Background: an optimization exercise with open tools, aiming at small area, a short achievable clock period and few clock cycles. Do not read the settings as production practice. Only simulation tests tie the RTL to the original design; equivalence was not proved.

[flow/config.mk]
export PLATFORM = sky130hd
export DESIGN_NAME = muldiv_sequencer
export DESIGN_NICKNAME = muldiv_sequencer
export VERILOG_FILES = /design/flow/design.v
export SDC_FILE = /design/flow/constraint.sdc
export NUM_CORES = 4
export LEC_CHECK = 0
export CAP_MARGIN = 20
export CORE_MARGIN = 2
export CORE_UTILIZATION = 40
export SETUP_SLACK_MARGIN = 5
export SLEW_MARGIN = 20
[flow/design.v]
`default_nettype none
module muldiv_sequencer #(
  parameter int XLEN = 32
) (
  input  logic            clk,
  input  logic            rst,
  input  logic            start,
  input  logic [2:0]      funct3,
  input  logic [XLEN-1:0] rs1_val,
  input  logic [XLEN-1:0] rs2_val,
  input  logic            flush,
  output logic            stall,
  output logic            busy,
  output logic            done,
  output logic [XLEN-1:0] result
);
  logic        st_mul, st_div;             
  logic [3:0]  cnt;                        
  logic        last;                       
  logic        a_sgn;                      
  logic        b_sgn;                      
  logic        bprev;                      
  logic        x_s, x_ns, x_r, use_c, inv;  
  logic [31:0] r1;
  logic [31:0] r3;
  logic        qinv;                       
  logic [32:0] s, c;
  logic        mcy;
  logic accept;
  assign accept = start & ~flush & ~busy;
  assign stall  = busy | (start & ~flush);
  logic        is_div, f_sgn, dbz, sa, sb, lt, invq;
  logic [31:0] mag_a, mag_b, inv_a, inv_b;
  logic [5:0]  lza, lzb;
  logic [6:0]  sdiff;
  logic [4:0]  nit;
  logic [63:0] norm;
  assign is_div = funct3[2];
  assign f_sgn  = ~funct3[0];
  assign dbz    = (rs2_val == 32'd0);
  assign sa     = f_sgn & rs1_val[31];
  assign sb     = f_sgn & rs2_val[31];
  assign inv_a  = rs1_val ^ {32{sa}};
  assign inv_b  = rs2_val ^ {32{sb}};
  assign mag_a  = inv_a + {31'd0, sa};
  assign mag_b  = inv_b + {31'd0, sb};
  assign invq   = f_sgn & ~funct3[1] & (rs1_val[31] ^ rs2_val[31]);
  function automatic logic [5:0] lzc32(input logic [31:0] v);
    logic [15:0] v1; logic [1:0] c1 [16];
    logic [7:0]  v2; logic [2:0] c2 [8];
    logic [3:0]  v3; logic [3:0] c3 [4];
    logic [1:0]  v4; logic [4:0] c4 [2];
    for (int i = 0; i < 16; i++) begin
      v1[i] = v[2*i+1] | v[2*i];
      c1[i] = v[2*i+1] ? 2'd0 : (v[2*i] ? 2'd1 : 2'd2);
    end
    for (int i = 0; i < 8; i++) begin
      v2[i] = v1[2*i+1] | v1[2*i];
      c2[i] = v1[2*i+1] ? {1'b0, c1[2*i+1]} : 3'(c1[2*i]) + 3'd2;
    end
    for (int i = 0; i < 4; i++) begin
      v3[i] = v2[2*i+1] | v2[2*i];
      c3[i] = v2[2*i+1] ? {1'b0, c2[2*i+1]} : 4'(c2[2*i]) + 4'd4;
    end
    for (int i = 0; i < 2; i++) begin
      v4[i] = v3[2*i+1] | v3[2*i];
      c4[i] = v3[2*i+1] ? {1'b0, c3[2*i+1]} : 5'(c3[2*i]) + 5'd8;
    end
    lzc32 = v4[1] ? {1'b0, c4[1]} : 6'(c4[0]) + 6'd16;
  endfunction
  assign lza   = sa ? lzc32(~rs1_val) : lzc32(rs1_val);
  assign lzb   = sb ? lzc32(~rs2_val | 32'd1) : lzc32(rs2_val | 32'd1);
  assign sdiff = {1'b0, lzb} - {1'b0, lza} + {6'd0, sa} + 7'd1;
  assign lt    = sdiff[6] | (sdiff == 7'd0);
  assign nit   = 5'((sdiff + 7'd1) >> 1);            
  assign norm  = {mag_a, {32{invq}}} >> {nit, 1'b0};
  localparam int W = 49;
  localparam logic [W-1:0] KFIX = W'(64'h5555_5556) << 16;
  logic [32:0] m_a;
  logic [16:0] y;
  logic [W-1:0] row [10];
  assign m_a = {a_sgn & r1[31], r1};
  assign y   = {r3[15:0], bprev};
  always_comb begin
    logic        neg, one, two;
    logic [33:0] mag, pr;
    logic [32:0] e;
    for (int j = 0; j < 10; j++) row[j] = '0;
    for (int j = 0; j < 8; j++) begin
      neg = y[2*j+2] & ~(y[2*j+1] & y[2*j]);
      one = y[2*j+1] ^ y[2*j];
      two = (y[2*j+2] & ~y[2*j+1] & ~y[2*j]) | (~y[2*j+2] & y[2*j+1] & y[2*j]);
      mag = ({34{one}} & {m_a[32], m_a}) | ({34{two}} & {m_a, 1'b0});
      pr  = mag ^ {34{neg}};
      row[j]     = row[j] | (W'({~pr[33], pr[32:0]}) << (2 * j));
      row[j + 1] = row[j + 1] | (W'(neg) << (2 * j));
    end
    e = m_a & {33{last & ~b_sgn & r3[15]}};
    row[8] = row[8] | (W'({~e[32] & last, e[31:0]}) << 16);
    row[2] = row[2] | W'(mcy);
    row[9] = KFIX & {W{last}};
  end
  function automatic logic [2*W-1:0] csa(input logic [W-1:0] x, y, z);
    logic [W-1:0] sm, cy;
    sm  = x ^ y ^ z;
    cy  = ((x & y) | (x & z) | (y & z)) << 1;
    csa = {sm, cy};
  endfunction
  logic [W-1:0] a0, a1, a2, a3, b0, b1, b2, b3, d0, d1, d2, d3;
  logic [W-1:0] e0, e1, f0, f1, ts, tc;
  logic [16:0]  lowsum;
  assign {a0, a1} = csa(row[0], row[1], row[2]);
  assign {a2, a3} = csa(row[3], row[4], row[5]);
  assign {b0, b1} = csa(row[6], row[7], row[8]);
  assign {b2, b3} = csa(row[9], W'(s), W'(c));
  assign {d0, d1} = csa(a0, a1, a2);
  assign {d2, d3} = csa(a3, b0, b1);
  assign {e0, e1} = csa(d0, d1, d2);
  assign {f0, f1} = csa(d3, b2, b3);
  assign {ts, tc} = csa(e0, e1, f0);
  logic [W-1:0] us, uc;
  assign {us, uc} = csa(ts, tc, f1);
  assign lowsum   = {1'b0, us[15:0]} + {1'b0, uc[15:0]};
  function automatic logic [33:0] ks_add(input logic [32:0] a, b, input logic ci);
    logic [32:0] g, p, gg, pp, pt, gt;
    g  = a & b;
    p  = a ^ b;
    gg = g;
    pp = p;
    gg[0] = g[0] | (p[0] & ci);
    for (int d = 1; d < 33; d = d * 2) begin
      gt = gg;
      pt = pp;
      for (int i = d; i < 33; i++) begin
        gg[i] = gt[i] | (pt[i] & gt[i - d]);
        pp[i] = pt[i] & pt[i - d];
      end
    end
    ks_add = {gg[32], p ^ {gg[31:0], ci}};
  endfunction
  logic [32:0] sh1, sh2, df1, df2;
  logic        q1, q2;
  logic [31:0] rem1, rem2;
  logic [33:0] ad1, ad2;
  assign sh1  = {s[31:0], r3[31]};
  assign ad1  = ks_add(sh1, {1'b1, ~r1}, 1'b1);
  assign df1  = ad1[32:0];
  assign q1   = ad1[33];
  assign rem1 = q1 ? df1[31:0] : sh1[31:0];
  assign sh2  = {rem1, r3[30]};
  assign ad2  = ks_add(sh2, {1'b1, ~r1}, 1'b1);
  assign df2  = ad2[32:0];
  assign q2   = ad2[33];
  assign rem2 = q2 ? df2[31:0] : sh2[31:0];
  logic div_now;    
  assign div_now = dbz | lt;
  always_ff @(posedge clk) begin
    if (rst || flush) begin
      busy   <= 1'b0;
      done   <= 1'b0;
      st_mul <= 1'b0;
      st_div <= 1'b0;
    end else if (accept) begin
      busy   <= ~(is_div & div_now);
      done   <= is_div & div_now;
      st_mul <= ~is_div;
      st_div <= is_div & ~div_now;
    end else begin
      done <= 1'b0;
      if ((st_mul && last) || (st_div && cnt == 4'd0)) begin
        st_mul <= 1'b0;
        st_div <= 1'b0;
        busy   <= 1'b0;
        done   <= 1'b1;
      end
    end
  end
  always_ff @(posedge clk) begin
    if (accept) begin
      a_sgn <= funct3[1] ^ funct3[0];
      b_sgn <= ~funct3[1] & funct3[0];
      last  <= 1'b0;
      bprev <= 1'b0;
      mcy   <= 1'b0;
      c     <= '0;
      cnt   <= 4'(nit - 5'd1);
      if (!is_div) begin
        x_s   <= funct3[1:0] != 2'b00;
        x_ns  <= 1'b0;
        x_r   <= funct3[1:0] == 2'b00;
        use_c <= funct3[1:0] != 2'b00;
        inv   <= 1'b0;
        qinv  <= 1'b0;
        r1    <= rs1_val;
        s     <= '0;
        r3    <= rs2_val;
      end else begin
        x_s   <= funct3[1] & ~div_now & ~(f_sgn & rs1_val[31]);
        x_ns  <= funct3[1] & ~div_now &  (f_sgn & rs1_val[31]);
        x_r   <= ~funct3[1] | div_now;
        use_c <= 1'b0;
        inv   <= ~div_now & f_sgn &
                 (funct3[1] ? rs1_val[31] : rs1_val[31] ^ rs2_val[31]);
        qinv  <= invq;
        r1    <= mag_b;
        s     <= {1'b0, norm[63:32]};
        if (dbz)     r3 <= funct3[1] ? rs1_val : 32'hFFFF_FFFF;
        else if (lt) r3 <= funct3[1] ? rs1_val : 32'd0;
        else         r3 <= norm[31:0];
      end
    end else begin
      if (st_mul) begin
        s     <= us[W-1:16];
        c     <= uc[W-1:16];
        mcy   <= lowsum[16];
        r3    <= {lowsum[15:0], r3[31:16]};
        bprev <= r3[15];
        last  <= 1'b1;
      end
      if (st_div) begin
        s   <= {1'b0, rem2};
        r3  <= {r3[29:0], q1 ^ qinv, q2 ^ qinv};
        cnt <= cnt - 4'd1;
      end
    end
  end
  logic [31:0] out_x, out_y;
  logic        out_ci;
  assign out_x  = ({32{x_s}} & s[31:0]) | ({32{x_ns}} & ~s[31:0]) | ({32{x_r}} & r3);
  assign out_y  = {32{use_c}} & c[31:0];
  assign out_ci = (use_c & mcy) | inv;
  logic [33:0] out_sum;
  assign out_sum = ks_add({1'b0, out_x}, {1'b0, out_y}, out_ci);
  assign result  = out_sum[31:0];
endmodule
`default_nettype wire
[flow/run.sh]
#!/bin/bash
# synth_recipe.tcl (not shown) runs the flow's synth.tcl, then flattens the netlist and writes it again
# the make line also repeats each setting of config.mk as NAME=value (left out here)
make -C /OpenROAD-flow-scripts/flow DESIGN_CONFIG=/design/flow/config.mk WORK_HOME=/design/flow/orfs CLKGATE_MAP_FILE= SYNTH_SCRIPT=/design/flow/synth_recipe.tcl finish
[flow/constraint.sdc]
create_clock -name core_clock -period 11.0 [get_ports {clk}]
set_input_delay 2.2000 -clock core_clock [delete_from_list [all_inputs] [get_ports {clk}]]
set_output_delay 2.2000 -clock core_clock [all_outputs]
set_load 0.01 [all_outputs]
==> impl_metrics.json, run 1 <==
{
  "final.min_clock_period_ps": 6713,
  "dieArea_um2": 88660,
  "clock_tree_from_tritoncts": "yes",
  "via_per_inst": 6.560,
  "post_synth_instance_area_um2": 34520,
  "most_common_flop_cell_mapped_by_yosys": "sky130_fd_sc_hd__edfxtp_1",
  "grt_pass1_vias": 34827,
  "max-cap-violations": 0,
  "pre_cts_ws_ps": 2179,
  "initial_utilization_pct": 40.47,
  "timing.critical_path.to_type": "flop",
  "worst-endpoint-required_ps": 11220,
  "fraction_of_final_layout_cells_with_drive_strength_greater_than_1_pct": 23.42,
  "numPlacedInstances": 5282,
  "grt_antenna_before_repair": 11,
  "setup_tns_ps": 0,
  "stdcell_count": 5650,
  "boundaryPins": 106,
  "first_pass_iters": 12,
  "clock_tree.htree_level_count": 4,
  "max_slew_margin_pct": 13.16,
  "grt_setup_unrepaired": "yes",
  "cts_hold_repair.buffers": 0,
  "min_path_cells": 2,
  "finalSetupViolations": 0,
  "cts_max_path_buffers": 2,
  "timing.hold.worst.class": "reg2reg",
  "synth-xor-area-share_pct": 11.75,
  "post_synth_inst_count": 4296,
  "synth_simple_gate_area_share_pct": 14.48,
  "fmaxAchievable_mhz": 149.0,
  "fill_cells": 8097,
  "grt_max_degree": 65,
  "detailed_place.area_um2": 36800,
  "post_synth.cell_area_avg_um2": 8.035,
  "timing.final.hold_violations": 0,
  "synth-seq-area-share_pct": 11.80,
  "start_kind": "input port",
  "layout.nets": 5079,
  "grt_pass1_wl_mm": 252.7,
  "timing.critical_path.fanout_max": 5,
  "floorplan.rows": 107,
  "critPathArrivalTime_ps": 6940,
  "post_synthesis_adder_cell_area_fraction_pct": 25.41,
  "main_combinational_cell_family_by_area_after_synthesis": "adder cells",
  "io_buffers": 105,
  "flow.area_growth_from_synthesis_pct": 26.11,
  "worst_clock_skew_ps": 15.77,
  "finalWirelength_mm": 178.0,
  "core_area_um2": 85280,
  "ys_async_sr_fraction_pct": 0,
  "final.setup.worst_slack_ps": 4287,
  "detail_route.iter0.violations": 4838,
  "synth-seq-cells": 149,
  "detailed_place_hpwl_mm": 126.4,
  "min_delay_worst_endpoint": "c[29]",
  "tightest_slew_ps": 1297,
  "criticalPathCategory": "in2reg",
  "crit-reg2reg-launch": "r3[10]",
  "status": "timing/DRC/antenna clean",
  "yosys_warnings": 18,
  "fp.dieH_um": 297.8,
  "reg2reg_to": "r3[31]",
  "routed-via-count": 37063,
  "r2r_setup_slack_ps": 4630,
  "timing.final.max_slew_violations": 0,
  "synthMuxAreaShare_pct": 4.585,
  "clock_pin_slew_on_the_worst_setup_and_hold_paths_ps": 80,
  "ant_nets": 0,
  "globalRoute.totalOverflow": 0,
  "cts.root.buffer_cell": "sky130_fd_sc_hd__clkbuf_16",
  "hold_path_startpoint": "c[29]",
  "clock-sinks": 149,
  "cts-buffers-inserted": 17,
  "drcViolationCount": 0,
  "count_of_flip_flops_with_a_built_in_enable_after_synthesis": 109,
  "layout.cell_area.non_filler_um2": 43530,
  "worst_skew_pair.late_latency_ps": 520,
  "routabilityCongestion": 1.052,
  "worstRegToRegCells": 18,
  "grt_use_total_pct": 38.99,
  "syn-num-nets": 4888,
  "wl_per_cell_um": 31.50,
  "synth-compound-area-share_pct": 23.38,
  "finalCritPeriodShare_pct": 61.03,
  "netlist-cell-type-count": 98,
  "chipWidth_um": 297.8
}
[registers in the layout, indices dropped and copies added (netlist names), 4 cells and up]
name,count
r1,32
r3,32
s,33
cnt,4
c,33
[synth_stat cells (29+ instances only)]
cell	n	area [um2]
sky130_fd_sc_hd__nand2b_1	31	193.9
sky130_fd_sc_hd__nor2_1	309	1160
sky130_fd_sc_hd__mux2_2	33	371.6
sky130_fd_sc_hd__nand3_1	97	485.5
sky130_fd_sc_hd__fa_1	300	6006
sky130_fd_sc_hd__o21ai_0	237	1186
sky130_fd_sc_hd__a21o_1	41	307.8
sky130_fd_sc_hd__xnor2_1	211	1848
sky130_fd_sc_hd__o211ai_1	39	292.8
sky130_fd_sc_hd__edfxtp_1	109	3273
sky130_fd_sc_hd__nand2_1	261	979.7
sky130_fd_sc_hd__a21oi_1	234	1171
sky130_fd_sc_hd__xor2_1	247	2163
sky130_fd_sc_hd__clkbuf_1	303	1137
sky130_fd_sc_hd__buf_1	36	135.1
sky130_fd_sc_hd__a31oi_1	29	181.4
sky130_fd_sc_hd__and2_1	50	312.8
sky130_fd_sc_hd__ha_1	221	2765
sky130_fd_sc_hd__a211oi_1	31	232.7
sky130_fd_sc_hd__inv_1	409	1535
sky130_fd_sc_hd__a22oi_1	294	2207
sky130_fd_sc_hd__dfxtp_1	40	800.8
sky130_fd_sc_hd__nor3_1	114	570.6
sky130_fd_sc_hd__nand4_1	30	187.7
sky130_fd_sc_hd__mux2i_1	112	1121
sky130_fd_sc_hd__o31ai_1	29	217.7
[through the flow]
stage	utilization, %	hold slack (ps)
after global routing	51.02	567.1
after CTS	49.08	547.4
final	51.04	550.0
after global placement	43.15	501.6
after floorplan	-	472.6
after detailed placement	43.15	527.9
[critical path, stage by stage]
cell and delay (ps):
sky130_fd_sc_hd__buf_8 100, sky130_fd_sc_hd__buf_12 110, sky130_fd_sc_hd__or4_4 570, sky130_fd_sc_hd__buf_12 150
sky130_fd_sc_hd__buf_4 140, sky130_fd_sc_hd__a31oi_1 220, sky130_fd_sc_hd__o21ai_0 140, sky130_fd_sc_hd__a32oi_1 280
sky130_fd_sc_hd__ha_1 330, sky130_fd_sc_hd__fa_2 690, sky130_fd_sc_hd__buf_4 140, sky130_fd_sc_hd__nand3b_1 90
sky130_fd_sc_hd__buf_6 150, sky130_fd_sc_hd__nor3b_4 200, sky130_fd_sc_hd__mux2i_4 150, sky130_fd_sc_hd__xnor2_4 160
sky130_fd_sc_hd__buf_12 150, sky130_fd_sc_hd__buf_12 140, sky130_fd_sc_hd__mux2i_2 150, sky130_fd_sc_hd__a21oi_1 180
sky130_fd_sc_hd__o221ai_1 160, sky130_fd_sc_hd__a21oi_1 220, sky130_fd_sc_hd__o21ai_1 100
[what timing repair did]
item,4_1_cts,5_1_grt
setup endpoints to repair,101,132
gates cloned,17,4
pin swaps,190,138
gates resized for setup,930,237
setup buffers,224,85
[how the worst max path moves through the flow]
stage | startpoint | to | slack (ps)
final | rs1_val[16] | r3[22] | 4290
after global routing | rs1_val[16] | r3[1] | 4240
after global placement | rs1_val[17] | r3[22] | 2130
after detailed placement | funct3[0] | r3[22] | 2180
after floorplan | funct3[0] | s[31] | 4430
after CTS | rs2_val[25] | r3[3] | 4410
[metal layers]
metal / share of wire (%) / track usage [%] / wire, um
met5: 0.020 / 0 / 35
met4: 10 / 30.57 / 18220
met3: 11 / 9.429 / 20330
met2: 43 / 58.94 / 76210
met1: 35 / 47.61 / 63170
[area by class of cell]
class	instances	area [um2]	area share, %
Multi-Input combinational cell	3374	30600	70.31
Timing Repair Buffer	526	5144	11.82
Sequential cell	149	4076	9.365
Inverter	417	1615	3.711
Tap cell	1144	1431	3.288
Clock buffer	22	454.2	1.043
Clock inverter	10	170.2	0.3909
Timing Repair inverter	2	17.52	0.04024
Antenna cell	6	15.01	0.03449
[cells in the final DEF (no fill, tap or decap), drive strengths merged, types with 211 or more instances in the layout]
cell and count:
ha 221, buf 476, fa 300, o21ai 246, xor2 248, nor2 309, xnor2 211, nand2 261
inv 413, a21oi 234, a22oi 294
[cells by family (layout without fill, tap and decap cells)]
kind of cell	after synthesis	in the layout
xor gates and xnor gates	460	461
adders and majority gates	521	521
buffers and inverters	777	977
AOI/OAI and AO/OA	1194	1194
other	0	6
muxes	149	149
and+or+nand+nor	1046	1049
DFF	149	149
Testbench counts, summed over its fixed seeds: cycles 15,340.
==> inputs of run 2 (changes only) <==
--- a/flow/config.mk
+++ b/flow/config.mk
@@ -9,4 +9,4 @@
 export CORE_MARGIN = 2
-export CORE_UTILIZATION = 40
-export SETUP_SLACK_MARGIN = 5
+export CORE_UTILIZATION = 55
+export SETUP_SLACK_MARGIN = 3
 export SLEW_MARGIN = 20
==> run 2 against run 1 <==
Against the previous run:
- still clean on timing, DRC and antenna
- critical endpoint is now r3[14]
- sequential cell count stayed put
- non-clock buffer count is 313 lower
- first-iteration DRC count is 3.5% lower
- die area is 27% lower
==> impl_metrics.json, run 2 <==
{
  "grt_use_met3_pct": 10.43,
  "routed-via-count": 34560,
  "reg2reg_to": "s[13]",
  "dieArea_um2": 64780,
  "critical_path.slowest_cell": "sky130_fd_sc_hd__clkdlybuf4s50_1",
  "fraction_of_final_layout_cells_with_drive_strength_greater_than_1_pct": 7.363,
  "fp.dieH_um": 254.5,
  "post-synth-top-area-fraction_pct": 17.40,
  "max-cap-violations": 0,
  "most_common_flop_cell_mapped_by_yosys": "sky130_fd_sc_hd__edfxtp_1",
  "grt_max_degree": 66,
  "timing.final.max_slew_violations": 0,
  "ys_async_sr_fraction_pct": 0,
  "post_synth_inst_count": 4296,
  "worst-endpoint-required_ps": 11190,
  "timing.hold.worst.class": "reg2reg",
  "ant_nets": 0,
  "first_pass_iters": 9,
  "clock_tree_from_tritoncts": "yes",
  "layout.nets": 4762,
  "r2r_setup_slack_ps": 3310,
  "path_delay_family": "compound AO/OA/AOI/OAI gates",
  "globalRoute.totalOverflow": 0,
  "synthMostInstantiatedCell": "sky130_fd_sc_hd__inv_1",
  "max_slew_margin_pct": 26.98,
  "worst_clock_skew_ps": 18.55,
  "final.setup.worst_slack_ps": 3053,
  "critical_path.n_buffers_inverters": 4,
  "grt_setup_unrepaired": "no",
  "synth-seq-cells": 149,
  "tightest_slew_ps": 1084,
  "boundaryPins": 106,
  "finalSetupViolations": 0,
  "finalCritPeriodShare_pct": 72.24,
  "yosys_warnings": 18,
  "timing.critical_path.fanout_max": 63,
  "critPathArrivalTime_ps": 8140,
  "start_kind": "input port",
  "core_area_um2": 61830,
  "post_synth.cell_area_avg_um2": 8.035,
  "netlist-cell-type-count": 98,
  "pre_cts_ws_ps": 1423,
  "timing.critical_path.to_type": "flop",
  "startpoint": "funct3[0]",
  "clock_pin_slew_on_the_worst_setup_and_hold_paths_ps": 70,
  "cts.root.buffer_cell": "sky130_fd_sc_hd__clkbuf_16",
  "timing.final.hold_violations": 0,
  "clock_tree.htree_level_count": 4,
  "count_of_flip_flops_with_a_built_in_enable_after_synthesis": 109,
  "worstRegToRegCells": 21,
  "cp.depth": 15,
  "post_synth_most_frequent_cells": "sky130_fd_sc_hd__inv_1 (409), sky130_fd_sc_hd__nor2_1 (309), sky130_fd_sc_hd__clkbuf_1 (303)",
  "via_per_inst": 6.879,
  "post_synth_instance_area_um2": 34520,
  "grt_antenna_before_repair": 5,
  "grt_use_total_pct": 46.16,
  "grt_pass1_vias": 32036,
  "drcViolationCount": 0,
  "finalWirelength_mm": 150.9,
  "io_buffers": 105,
  "syn-num-nets": 4888,
  "floorplan.rows": 91,
  "gr-max-usage-layer": "met2",
  "routabilityCongestion": 1.123,
  "fmaxAchievable_mhz": 125.8,
  "synth.top_cells.by_area": "sky130_fd_sc_hd__fa_1 (17%), sky130_fd_sc_hd__edfxtp_1 (9.5%), sky130_fd_sc_hd__ha_1 (8.0%)",
  "chipWidth_um": 254.5,
  "destination_of_the_critical_timing_path": "r3[14]",
  "crit-reg2reg-launch": "r1[20]",
  "synth-seq-area-share_pct": 11.80,
  "synth_top_area_cell": "sky130_fd_sc_hd__fa_1",
  "worst_path_most_repeated_cell": "sky130_fd_sc_hd__ha_1",
  "worst_skew_pair.late_latency_ps": 470,
  "biggestRegsByFlops": "c: 33 flops, s: 33 flops",
  "final.min_clock_period_ps": 7947,
  "crit_path_cell_trace": "clkdlybuf4s50_1 -> nand2b_4 -> inv_2 -> buf_6 -> ha_1 -> ha_1 -> inv_1 -> a2111o_1 -> o31a_1 -> o211a_1 -> mux2_2 -> o21ai_0 -> mux2i_2 -> a32oi_2 -> o22ai_1",
  "clock-sinks": 149,
  "timing.critical_path.slowest_cell_delay_ps": 840,
  "initial_utilization_pct": 55.83,
  "grt_util_met1_pct": 59.23,
  "detail_route.iter0.violations": 4668,
  "commonest_cells_after_routing_fill_and_taps_aside": "sky130_fd_sc_hd__inv_1 (409), sky130_fd_sc_hd__nor2_1 (304), sky130_fd_sc_hd__fa_1 (299)",
  "criticalPathCategory": "in2reg",
  "detailed_place_hpwl_mm": 117.3,
  "status": "timing/DRC/antenna clean",
  "cts-buffers-inserted": 17,
  "global_route.usage.met2_pct": 68.31,
  "fill_cells": 5787,
  "wl_per_cell_um": 30.04,
  "grt_pass1_wl_mm": 218.0,
  "flow.area_growth_from_synthesis_pct": 7.464,
  "setup_tns_ps": 0,
  "cts_max_path_buffers": 2,
  "final_common_cell": "sky130_fd_sc_hd__inv_1"
}
## run 2: timing repair
item | in CTS | in global routing
gates resized for setup | 28 | 77
hold buffers | 0 | 0
pin swaps | 3 | 5
endpoints found under the hold margin | 0 | 0
cloned | 0 | 2
setup buffers | 5 | 13
endpoints found under the setup margin | 54 | 66
## run 2: kinds of logic after synthesis
group	count (synthesis)	share of synthesized area, %
AO/OA/AOI/OAI	1194	23.38
AND/OR/NAND/NOR	1046	14.48
buffers and inverters	777	8.584
adder cells (fa/ha/maj)	521	25.41
XOR/XNOR	460	11.75
multiplexers	149	4.586
flip-flops	149	11.80
## run 2: layer usage
metal / vias to the layer above / share of wire [%]
met3: 576 / 12
met2: 2436 / 42
met1: 16664 / 37
li1: 14882 / -
met4: 2 / 9.6
met5: - / 0.0086
## run 2: how the worst min path moves through the flow
stage	start	end	slack (ps)	cells after the start
final	c[0]	c[0]	520	2
after global routing	c[32]	c[32]	560	2
after CTS	c[0]	c[0]	520	2
after detailed placement	c[0]	c[0]	510	2
after global placement	c[0]	c[0]	500	2
after floorplan	c[0]	c[0]	470	2
## run 2: per-stage QoR
step                      utilization, %  instance area [um2]  std cells  hold WS [ps]
after floorplan                        -                34520       4296         472.6
after global placement             58.28                36030       4968         504.6
after detailed placement           58.28                36030       4968         509.3
after CTS                          59.43                36740       5005         517.7
after global routing               59.98                37080       5020         562.9
final                              60.00                37090       5024         515.9
## run 2: layout make-up
| cell class | instances | area, um2 | share of cell area (%) |
|---|---|---|---|
| clock inverters | 5 | 33.78 | 0.09107 |
| well taps | 837 | 1047 | 2.823 |
| clock buffers | 27 | 568.0 | 1.531 |
| diodes | 4 | 10.01 | 0.02699 |
| inverters | 417 | 1572 | 4.237 |
| flip-flops and latches | 149 | 4076 | 10.99 |
| repair buffers | 213 | 1899 | 5.120 |
| multi-input cells | 3372 | 27890 | 75.18 |
## run 2: worst min-delay path: stages, from the launching register on
cell and delay [ps]:
sky130_fd_sc_hd__dfxtp_1 340, sky130_fd_sc_hd__nor2_1 90, sky130_fd_sc_hd__a211oi_1 40
==> inputs of run 3 (changes only) <==
--- a/flow/config.mk
+++ b/flow/config.mk
@@ -10,3 +10,4 @@
 export CORE_UTILIZATION = 55
-export SETUP_SLACK_MARGIN = 3
+export SETUP_SLACK_MARGIN = 5
 export SLEW_MARGIN = 20
+export TNS_END_PERCENT = 50
==> run 3 against run 2 <==
Against the previous run:
- global-route usage rose by 4.0 points
- sequential cell count is the same
- first-iteration DRC count up 15%
- via count increased by 6.9%
- register-to-register slack better by 980 ps
- die area unchanged
- setup slack better by 1100 ps
==> impl_metrics.json, run 3 <==
{
  "initial_utilization_pct": 55.83,
  "worst-endpoint-required_ps": 11260,
  "post_synth_most_frequent_cells": "sky130_fd_sc_hd__inv_1 (409), sky130_fd_sc_hd__nor2_1 (309), sky130_fd_sc_hd__clkbuf_1 (303)",
  "chipWidth_um": 254.5,
  "grt_util_met1_pct": 59.62,
  "worst_skew_pair.late_latency_ps": 500,
  "clock_pin_slew_on_the_worst_setup_and_hold_paths_ps": 80,
  "syn-num-nets": 4888,
  "fp.dieH_um": 254.5,
  "timing.critical_path.fanout_max": 5,
  "timing.critical_path.slowest_cell_delay_ps": 570,
  "grt_setup_unrepaired": "yes",
  "fmaxAchievable_mhz": 146.5,
  "hold_path_startpoint": "c[15]",
  "cts_max_path_buffers": 2,
  "setup_tns_ps": 0,
  "core_area_um2": 61830,
  "ys_async_sr_fraction_pct": 0,
  "start_kind": "input port",
  "max_slew_margin_pct": 25.88,
  "global_route.usage.met2_pct": 75.23,
  "clock_tree.htree_level_count": 4,
  "crit-reg2reg-launch": "r3[5]",
  "floorplan.rows": 91,
  "final.setup.worst_slack_ps": 4172,
  "reg2reg_to": "r3[31]",
  "worst_clock_skew_ps": 16.16,
  "timing.critical_path.to_type": "flop",
  "globalRoute.totalOverflow": 0,
  "crit_path_cell_trace": "buf_6 -> buf_12 -> or4_4 -> nor2_4 -> nor2_4 -> a32o_2 -> a311oi_2 -> a21oi_1 -> ha_1 -> inv_2 -> ha_4 -> fa_2 -> buf_12 -> and3b_1 -> a31oi_1 -> o32a_1 -> o211ai_1 -> buf_4 -> or2_4 -> nor2_2 -> o2111ai_4 -> o211a_1",
  "grt_max_degree": 67,
  "first_pass_iters": 10,
  "via_per_inst": 7.053,
  "most_common_flop_cell_mapped_by_yosys": "sky130_fd_sc_hd__edfxtp_1",
  "fraction_of_final_layout_cells_with_drive_strength_greater_than_1_pct": 19.86,
  "pre_cts_ws_ps": 2226,
  "grt_use_met3_pct": 13.16,
  "wl_per_cell_um": 31.82,
  "grt_pass1_vias": 34375,
  "flow.area_growth_from_synthesis_pct": 20.22,
  "final_common_cell": "sky130_fd_sc_hd__inv_1",
  "status": "timing/DRC/antenna clean",
  "post_synth.cell_area_avg_um2": 8.035,
  "timing.hold.worst.class": "reg2reg",
  "netlist-cell-type-count": 98,
  "min_path_cells": 2,
  "tightest_slew_ps": 1102,
  "yosys_warnings": 18,
  "finalSetupViolations": 0,
  "routabilityCongestion": 1.046,
  "final_core_utilization_pct": 67.12,
  "path_delay_family": "simple AND/OR/NAND/NOR gates",
  "ant_nets": 0,
  "finalCritPeriodShare_pct": 62.07,
  "timing.final.hold_violations": 0,
  "critical_path.n_buffers_inverters": 5,
  "critPathArrivalTime_ps": 7080,
  "count_of_flip_flops_with_a_built_in_enable_after_synthesis": 109,
  "post_synth_inst_count": 4296,
  "synthMostInstantiatedCell": "sky130_fd_sc_hd__inv_1",
  "layout.nets": 4975,
  "cts-buffers-inserted": 17,
  "io_buffers": 105,
  "detailed_place_hpwl_mm": 120.4,
  "final.min_clock_period_ps": 6828,
  "boundaryPins": 106,
  "clock-sinks": 149,
  "biggestRegsByFlops": "c: 33 flops, s: 33 flops",
  "finalWirelength_mm": 166.6,
  "post-synth-top-area-fraction_pct": 17.40,
  "commonest_cells_after_routing_fill_and_taps_aside": "sky130_fd_sc_hd__inv_1 (405), sky130_fd_sc_hd__fa_1 (297), sky130_fd_sc_hd__a22oi_1 (283)",
  "drcViolationCount": 0,
  "synth.top_cells.by_area": "sky130_fd_sc_hd__fa_1 (17%), sky130_fd_sc_hd__edfxtp_1 (9.5%), sky130_fd_sc_hd__ha_1 (8.0%)",
  "criticalPathCategory": "in2reg",
  "clock_tree_from_tritoncts": "yes",
  "min_delay_worst_endpoint": "c[15]",
  "worstRegToRegCells": 18,
  "grt_use_total_pct": 50.21,
  "r2r_setup_slack_ps": 4290,
  "cts.root.buffer_cell": "sky130_fd_sc_hd__clkbuf_16",
  "routed-via-count": 36928,
  "timing.final.max_slew_violations": 0,
  "max-cap-violations": 0,
  "grt_antenna_before_repair": 9,
  "synth_top_area_cell": "sky130_fd_sc_hd__fa_1",
  "detail_route.iter0.violations": 5390,
  "gr-max-usage-layer": "met2",
  "grt_pass1_wl_mm": 235.2,
  "post_synth_instance_area_um2": 34520,
  "synth-seq-area-share_pct": 11.80,
  "synth-seq-cells": 149,
  "dieArea_um2": 64780,
  "critical_path.slowest_cell": "sky130_fd_sc_hd__or4_4"
}
==> run 3: repair_timing <==
| action | CTS | global route |
|---|---|---|
| pin swaps | 106 | 106 |
| setup buffers | 154 | 65 |
| hold buffers | 0 | 0 |
| gates cloned | 8 | 5 |
| resized for setup | 650 | 246 |
| endpoints found under the setup margin | 98 | 97 |
==> run 3: metal layers <==
layer,wire length (um),part of all wire [%]
met1,56300,34
met2,70460,42
met5,76,0.046
met3,20680,12
met4,19100,11
==> run 3: area by class of cell <==
cell class                 count  area (um2)
antenna                        3       7.507
inverter                     417        1594
tap                          837        1047
multi-input combinational   3373       30150
clock buffer                  17       425.4
clock inverter                15       157.7
fill                        5229       20330
sequential                   149        4076
timing repair buffer         425        4033
==> run 3: logic make-up after synthesis <==
logic type      after synthesis  share of synthesized area [%]
compound gates             1194                          23.38
xor+xnor                    460                          11.75
fa+ha+maj                   521                          25.41
buf+inv                     777                          8.584
flops                       149                          11.80
mux                         149                          4.586
simple gates               1046                          14.48
==> run 3: worst max-delay path by stage <==
| stage | from | to | slack (ps) | cells past startpoint |
|---|---|---|---|---|
| finish | rs1_val[16] | r3[27] | 4170 | 22 |
| global route | rs1_val[14] | r3[11] | 4110 | 24 |
| CTS | x_s | result[20] | 4370 | 17 |
| detailed placement | rs1_val[24] | r3[11] | 2230 | 21 |
| global placement | rs1_val[6] | r3[10] | 2290 | 19 |
| floorplan | funct3[0] | s[31] | 4430 | 24 |
==> run 3: worst reg2reg max path: cells and delay by family (launching register included) <==
family | cells | cell delay [ps]
simple gates | 1 | 380
fa+ha+maj | 7 | 3360
xor+xnor | 2 | 520
compound gates | 5 | 1000
flops | 1 | 670
buf+inv | 3 | 530
==> run 3: metrics by stage <==
step	area (um2)	instances	hold slack (ps)
floorplan	35100	4296	472.6
global placement	36350	4968	516.9
detailed placement	36350	4968	522.4
CTS	40020	5162	540.5
global route	41490	5233	558.6
finish	41490	5236	540.3

==> port drivers added, routing unchanged <==
How much do the figures lean on ideal ports? The routed layouts below were timed once more, with nothing changed but the port constraints.
Step 1: set_driving_cell puts a clkbuf_16 on clk and a buf_2 on each other input, an assumption about the parent block.
Step 2 times the ports against the registers' clock, not the clock port: input delays grow and output delays shrink by t, the midpoint of the rising clock arrivals with the driver on.
Three values: ideal, step 1, step 2; two values: the first two.
run	shift t [ns]	setup slack, ns	worst setup path after step 2	pins driven straight from the clock port
run 1	0.572	4.287 / 4.309 / 3.737	input to register	1
run 2	0.524	3.053 / 3.094 / 2.571	input to register	1
run 3	0.577	4.172 / 4.223 / 3.646	input to register	1
After both steps setup and hold are still met in every run listed. For run 1, which loses most, drivers alone change the setup slack by +0.022 ns; drivers and shift together by -0.550 ns.
